Background: an optimization exercise with open tools, aiming at small area, a short achievable clock period and few clock cycles. Do not read the settings as production practice. In this exercise RTL edits were held to simulation tests only and were not proved equivalent to the original. Power figures rest on the tool's default switching activity, not on a simulated workload.

==> flow/design.v <==
module pipe_exe_md #(
  parameter logic [31:0] DIV0_LO = 32'hFFFFFFFF
) (
  input  logic        clock,
  input  logic        resetn,
  input  logic        ebubble,
  input  logic [3:0]  ealuc,
  input  logic        ealuimm,
  input  logic        eshift,
  input  logic        ejal,
  input  logic [3:0]  emd,
  input  logic [31:0] ea,
  input  logic [31:0] eb,
  input  logic [31:0] eimm,
  input  logic [31:0] esa,
  input  logic [31:0] epc4,
  input  logic [4:0]  ern0,
  output logic [31:0] ealu,
  output logic [4:0]  ern,
  output logic        md_stall
);
  localparam logic [1:0] ST_IDLE = 2'd0;
  localparam logic [1:0] ST_RUN  = 2'd1;
  localparam logic [1:0] ST_DONE = 2'd2;
  localparam logic [3:0] MD_MULT  = 4'd1;
  localparam logic [3:0] MD_MULTU = 4'd2;
  localparam logic [3:0] MD_DIV   = 4'd3;
  localparam logic [3:0] MD_DIVU  = 4'd4;
  localparam logic [3:0] MD_MFHI  = 4'd5;
  localparam logic [3:0] MD_MFLO  = 4'd6;
  localparam logic [3:0] MD_MTHI  = 4'd7;
  localparam logic [3:0] MD_MTLO  = 4'd8;
  logic [1:0]  state_q, state_d;
  logic [4:0]  count_q, count_d;
  logic [31:0] hi_q, lo_q;
  logic [31:0] opA_q, opA_d;
  logic [31:0] opB_q, opB_d;
  logic [63:0] mcand_q, mcand_d;
  logic [63:0] prod_q, prod_d;
  logic [31:0] rem_q, rem_d;
  logic        isMul_q, isMul_d;
  logic        negRes_q, negRes_d;
  logic        negA_q, negA_d;
  logic [31:0] aluA, aluB, aluRes;
  logic        mdStart, startSigned, aNeg, bNeg;
  logic [63:0] prodStep, prodFinal;
  logic [32:0] remShift, remDiff;
  logic        qBit;
  logic [31:0] remStep, quoStep, remFinal, quoFinal;
  logic        divZero, earlyDone, lastIter;
  assign aluA = eshift  ? esa  : ea;
  assign aluB = ealuimm ? eimm : eb;
  always_comb begin
    aluRes = 32'd0;
    case (ealuc[2:0])
      3'b000: aluRes = aluA + aluB;
      3'b100: aluRes = aluA - aluB;
      3'b001: aluRes = aluA & aluB;
      3'b101: aluRes = aluA | aluB;
      3'b010: aluRes = aluA ^ aluB;
      3'b110: aluRes = {aluB[15:0], 16'd0};
      3'b011: aluRes = aluB << aluA[4:0];
      3'b111: aluRes = ealuc[3] ? 32'($signed(aluB) >>> aluA[4:0])
                                : (aluB >> aluA[4:0]);
      default: aluRes = 32'd0;
    endcase
  end
  always_comb begin
    ealu = aluRes;
    ern  = ern0;
    if (ejal) begin
      ealu = epc4 + 32'd4;
      ern  = 5'd31;
    end else if (emd == MD_MFHI) begin
      ealu = hi_q;
    end else if (emd == MD_MFLO) begin
      ealu = lo_q;
    end
  end
  assign mdStart = (state_q == ST_IDLE) && !ebubble &&
                   (emd == MD_MULT || emd == MD_MULTU ||
                    emd == MD_DIV  || emd == MD_DIVU);
  assign md_stall = resetn && (mdStart || state_q == ST_RUN);
  assign startSigned = (emd == MD_MULT) || (emd == MD_DIV);
  assign aNeg = startSigned && ea[31];
  assign bNeg = startSigned && eb[31];
  assign prodStep = prod_q + (opB_q[0] ? mcand_q : 64'd0);
  assign remShift = {rem_q, opA_q[31]};
  assign remDiff  = remShift - {1'b0, opB_q};
  assign qBit     = ~remDiff[32];
  assign remStep  = qBit ? remDiff[31:0] : remShift[31:0];
  assign quoStep  = {opA_q[30:0], qBit};
  assign divZero   = (opB_q == 32'd0);
  assign prodFinal = negRes_q ? (64'd0 - prodStep) : prodStep;
  assign quoFinal  = negRes_q ? (32'd0 - quoStep) : quoStep;
  assign remFinal  = negA_q ? (32'd0 - remStep) : remStep;
  assign earlyDone = 1'b0;
  assign lastIter = (count_q == 5'd31) || earlyDone;
  always_comb begin
    state_d  = state_q;
    count_d  = count_q;
    opA_d    = opA_q;
    opB_d    = opB_q;
    mcand_d  = mcand_q;
    prod_d   = prod_q;
    rem_d    = rem_q;
    isMul_d  = isMul_q;
    negRes_d = negRes_q;
    negA_d   = negA_q;
    case (state_q)
      ST_IDLE: begin
        if (mdStart) begin
          opA_d    = aNeg ? (32'd0 - ea) : ea;
          opB_d    = bNeg ? (32'd0 - eb) : eb;
          mcand_d  = {32'd0, opA_d};
          prod_d   = 64'd0;
          rem_d    = 32'd0;
          count_d  = 5'd0;
          isMul_d  = (emd == MD_MULT) || (emd == MD_MULTU);
          negRes_d = aNeg ^ bNeg;
          negA_d   = aNeg;
          state_d  = ST_RUN;
        end
      end
      ST_RUN: begin
        if (isMul_q) begin
          prod_d  = prodStep;
          mcand_d = {mcand_q[62:0], 1'b0};
          opB_d   = {1'b0, opB_q[31:1]};
        end else begin
          rem_d = remStep;
          opA_d = quoStep;
        end
        count_d = count_q + 5'd1;
        if (lastIter) begin
          state_d = ST_DONE;
        end
      end
      ST_DONE: state_d = ST_IDLE;
      default: state_d = ST_IDLE;
    endcase
  end
  always_ff @(posedge clock or negedge resetn) begin
    if (!resetn) begin
      state_q  <= ST_IDLE;
      count_q  <= 5'd0;
      opA_q    <= 32'd0;
      opB_q    <= 32'd0;
      mcand_q  <= 64'd0;
      prod_q   <= 64'd0;
      rem_q    <= 32'd0;
      isMul_q  <= 1'b0;
      negRes_q <= 1'b0;
      negA_q   <= 1'b0;
    end else begin
      state_q  <= state_d;
      count_q  <= count_d;
      opA_q    <= opA_d;
      opB_q    <= opB_d;
      mcand_q  <= mcand_d;
      prod_q   <= prod_d;
      rem_q    <= rem_d;
      isMul_q  <= isMul_d;
      negRes_q <= negRes_d;
      negA_q   <= negA_d;
    end
  end
  always_ff @(posedge clock or negedge resetn) begin
    if (!resetn) begin
      hi_q <= 32'd0;
      lo_q <= 32'd0;
    end else if (state_q == ST_RUN && lastIter) begin
      if (isMul_q) begin
        {hi_q, lo_q} <= prodFinal;
      end else begin
        hi_q <= remFinal;
        lo_q <= divZero ? DIV0_LO : quoFinal;
      end
    end else if (state_q == ST_IDLE && !ebubble) begin
      if (emd == MD_MTHI) hi_q <= ea;
      if (emd == MD_MTLO) lo_q <= ea;
    end
  end
endmodule
==> flow/run.sh <==
#!/bin/bash
# synth_recipe.tcl (not shown) runs the flow's synth.tcl, then flattens the netlist and writes it again
# the make line also repeats each setting of config.mk as NAME=value (left out here)
make -C /OpenROAD-flow-scripts/flow DESIGN_CONFIG=/design/flow/config.mk WORK_HOME=/design/flow/orfs CLKGATE_MAP_FILE= SYNTH_SCRIPT=/design/flow/synth_recipe.tcl finish
==> flow/config.mk <==
export PLATFORM = sky130hd
export DESIGN_NAME = pipe_exe_md
export DESIGN_NICKNAME = pipe_exe_md
export VERILOG_FILES = /design/flow/design.v
export SDC_FILE = /design/flow/constraint.sdc
export NUM_CORES = 4
export LEC_CHECK = 0
export CAP_MARGIN = 20
export CORE_MARGIN = 2
export CORE_UTILIZATION = 40
export SLEW_MARGIN = 20
==> flow/constraint.sdc <==
create_clock -name core_clock -period 9.0 [get_ports {clock}]
set_input_delay 1.8000 -clock core_clock [delete_from_list [all_inputs] [get_ports {clock}]]
set_output_delay 1.8000 -clock core_clock [all_outputs]
set_load 0.01 [all_outputs]
==> run_results.csv <==
group,metric,value,unit
setup_path,endpoint_kind,"output port",
clocking,h-tree-depth,2,
global_route,grt_pass1_vias,35891,
job,cap_violations,0,
setup_path,path_class,"in -> out",
yosys,synth-main-ff-cell,"dfrtp_1",
global_route,antenna_found_initial,6,
yosys,synth_edf_count,0,
yosys,synth_warnings,1,
global_route,grt_max_degree,84,
floorplanning,die-area,0.0900,sq mm
placed_design,port_buffers,216,
setup_path,arrival,6.93,ns
outcome,status,"complete, no violations",
floorplanning,rows,108,
drt,drt_wl_total,172000,um
placed_design,dp.final_hpwl,136000,um
placed_design,placedInstanceArea,0.0396,sq mm
pwr,p_per_area,327,mW/mm^2
global_route,grt_pass1_wl,248000,um
timing,worst_slew_pin_slew,1.09,ns
yosys,syn_avg_cell_area,7.38,sq um
timing,period_needed,8.73,ns
drt,vias,39162,
clocking,cts_tree,"done",
yosys,yosysSeqAreaShare,21.3,%
global_route,track_usage,36.8,%
setup_path,cp_common_cell,"a21o_1",
cells_and_area,final_area,0.0411,sq mm
clocking,clockBufferDepth,3,
timing,setup_tns,0,ns
floorplanning,fp.dieH,300,um
cells_and_area,area_delta_synth_final,17.2,%
cells_and_area,drive_gt1_share,9.81,%
drt,via_per_inst,6.36,
timing,grt_setup_unrepaired,"no",
clocking,clock_sinks,298,
drt,wire_per_inst,27.9,um
drt,ant_nets,0,
yosys,syn-instance-count,4750,
cells_and_area,layout_commonest_cell,"nand2_1",
yosys,synth_fp_nets,5131,
setup_path,cp-start-kind,"primary input",
yosys,async_flop_share,100,%
clocking,cts-buffers-inserted,41,
yosys,synth_area,0.0350,sq mm
clocking,hold_buffers,0,
timing,timing.final.crit_share,97.0,%
pwr,ir_drop,278,uV
yosys,yosys-top-cells-area,"dfrtp_1 21%, ha_1 7.1%, mux2i_1 6.8%",
yosys,synth-seq-cells,298,
yosys,yosysUniqueCellTypes,112,
timing,final-max-slew-violation-count,0,
floorplanning,ios,217,
timing,timing.fmax,115,MHz
drt,drc_errors,0,
placed_design,gp_congestion,1.06,
clocking,root_buffer,"clkbuf_16",
placed_design,pre_cts_slack,-0.0302,ns
setup_path,cp_slowest_cell,"clkdlybuf4s50_1",
floorplanning,fp.dieW,300,um
pwr,p_leak,17.2,nW
yosys,synth_top_area_share,21.3,%
hold_path,min_path_type,"reg -> reg",
yosys,yosysTopAreaCell,"dfrtp_1",
clocking,cts.clk_slew.worst_paths,0.05,ns
cells_and_area,final_cell_mix,"530 x nand2_1, 439 x o21ai_0, 419 x a21oi_1",
timing,slew_headroom,26.9,%
timing,finalClockSkew,0.0537,ns
floorplanning,core_area,0.0868,sq mm
setup_path,critPathMaxFanout,3,
setup_path,path_cells,"clkdlybuf4s50_1 -> mux2i_2 -> inv_1 -> or3_4 -> nor3_1 -> buf_4 -> a21oi_1 -> xnor2_1 -> ha_1 -> a21o_1 -> a21oi_1 -> o21bai_1 -> a21o_1 -> a21o_1 -> a2111oi_2 -> buf_4 -> nor2_1 -> a21o_1 -> a21oi_2 -> o21bai_1 -> xnor2_1 -> a221oi_1 -> clkdlybuf4s50_1",
timing,hold_viol,0,
timing,finalWorstSetupSlack,0.272,ns
timing,setup_violations,0,
cells_and_area,fillers,8886,
cells_and_area,nNetsFinal,5345,
floorplanning,initial_utilization,40.4,%
global_route,gr-total-overflow,0,
clocking,clk_latency,0.62,ns
drt,dr.pass1.iters,8,
drt,drtIter0Drc,4763,
setup_path,worstPathRequired,7.20,ns
setup_path,max_stage_delay,0.61,ns
==> metal layers <==
metal | part of all wire (%) | global-route usage (%)
met5 | 0.038 | 0
met4 | 5.8 | 18.1
met3 | 9.5 | 7.80
met2 | 42 | 53.9
met1 | 43 | 51.2
==> cells by family (layout without fill, tap and decap cells) <==
kind of cell,Yosys count,count (layout),share of synthesized area [%]
xor gates and xnor gates,316,316,7.90
DFF,298,298,21.3
adders and majority gates,202,202,7.28
other,0,3,0
buffers and inverters,474,721,5.23
and+or+nand+nor,1637,1637,22.3
muxes,270,270,7.86
AOI/OAI and AO/OA,1553,1553,28.2
==> flip-flops by register name, summed over array words and instances, names as in the netlist, 2 cells and up <==
name     cells
rem_q       32
state_q      2
opB_q       32
hi_q        32
opA_q       32
prod_q      64
mcand_q     64
lo_q        32
count_q      5
==> Yosys cell counts, types with 76 or more instances <==
cell type / n
nand3_1: 142
inv_1: 153
nor2_1: 415
ha_1: 199
dfrtp_1: 298
o22ai_1: 76
a211oi_1: 89
xor2_1: 135
nor3_1: 99
and2_1: 93
mux2i_1: 237
a21oi_1: 422
o21ai_0: 440
nand2_1: 533
xnor2_1: 181
clkbuf_1: 262
==> critical path: cells and delay by family <==
family	cells	cell delay, ns
AO/OA/AOI/OAI	11	2.12
adder cells (fa/ha/maj)	1	0.32
AND/OR/NAND/NOR	3	0.68
buffers and inverters	5	1.51
XOR/XNOR	2	0.26
multiplexers	1	0.24
==> report_power, final <==
part	internal, mW	switching [mW]	total, mW
combinational	3.14	6.03	9.17
clock	0.991	0.724	1.71
sequential	1.90	0.654	2.55
==> layout make-up <==
cell class                 count  area (sq um)  share of cell area [%]
tap                         1155          1450                    3.52
timing repair buffer         488          4230                    10.3
multi-input combinational   3978         26000                    63.2
sequential                   298          7460                    18.2
antenna                        3          7.51                  0.0183
clock inverter                22           236                   0.576
inverter                     157           589                    1.43
clock buffer                  54          1150                    2.79
==> final timing paths <==
check                           startpoint    endpoint  slack [ns]  cells past startpoint
worst min-delay path            prod_q[53]  prod_q[53]        0.49                      2
max in group asynchronous           resetn     isMul_q        5.07                      4
worst min register to register  prod_q[53]  prod_q[53]        0.49                      2
worst max-delay path                 eb[6]    ealu[23]        0.27                     23
min in group asynchronous           resetn  prod_q[40]        0.99                      1
worst max register to register    opB_q[0]    hi_q[15]        1.95                     15
==> through the flow <==
| step | hold slack (ns) | cells | util [%] | power, mW |
|---|---|---|---|---|
| final | 0.492 | 6155 | 47.4 | 13.4 |
| after global routing | 0.515 | 6152 | 47.4 | 14.2 |
| after CTS | 0.493 | 6151 | 47.2 | 13.2 |
| after detailed placement | 0.478 | 6075 | 45.6 | 11.4 |
| after global placement | 0.472 | 6075 | 45.6 | 11.4 |
| after floorplan | 0.456 | 4750 | - | 8.35 |
==> what timing repair did <==
action / 4_1_cts / 5_1_grt
pin swaps: 0 / 3
setup buffers: 0 / 0
gates resized for setup: 4 / 16
setup endpoints to repair: 5 / 9
Testbench counts, summed over its fixed seeds: cycles 238,863.

re-timing with driven ports:
In the flow no input, the clock included, has a driving cell. The finished layout below was timed again as built, in two steps.
Step 1: set_driving_cell puts a clkbuf_16 on clock and a buf_2 on each other input, an assumption about the parent block.
Step 2 adds t to the input delays and takes it off the output delays; t is the mean of the earliest and latest rising clock arrival at the registers after step 1. Input paths then give back, and output paths get back, about the clock's delay inside the block.
Slacks: no drivers / after step 1 / after step 2; pairs: no drivers / after step 1.
t, ns: 0.659
setup slack, ns: 0.272 / 0.245 / 0.245
hold WS [ns]: 0.492 / 0.492 / 0.492
worst setup path at the end: input to output
slew at the worst register clock pin (ns): 0.06 / 0.06
After both steps this run still meets setup and hold. The setup slack of this run moves by -0.027 ns with the drivers and by -0.027 ns with both steps.
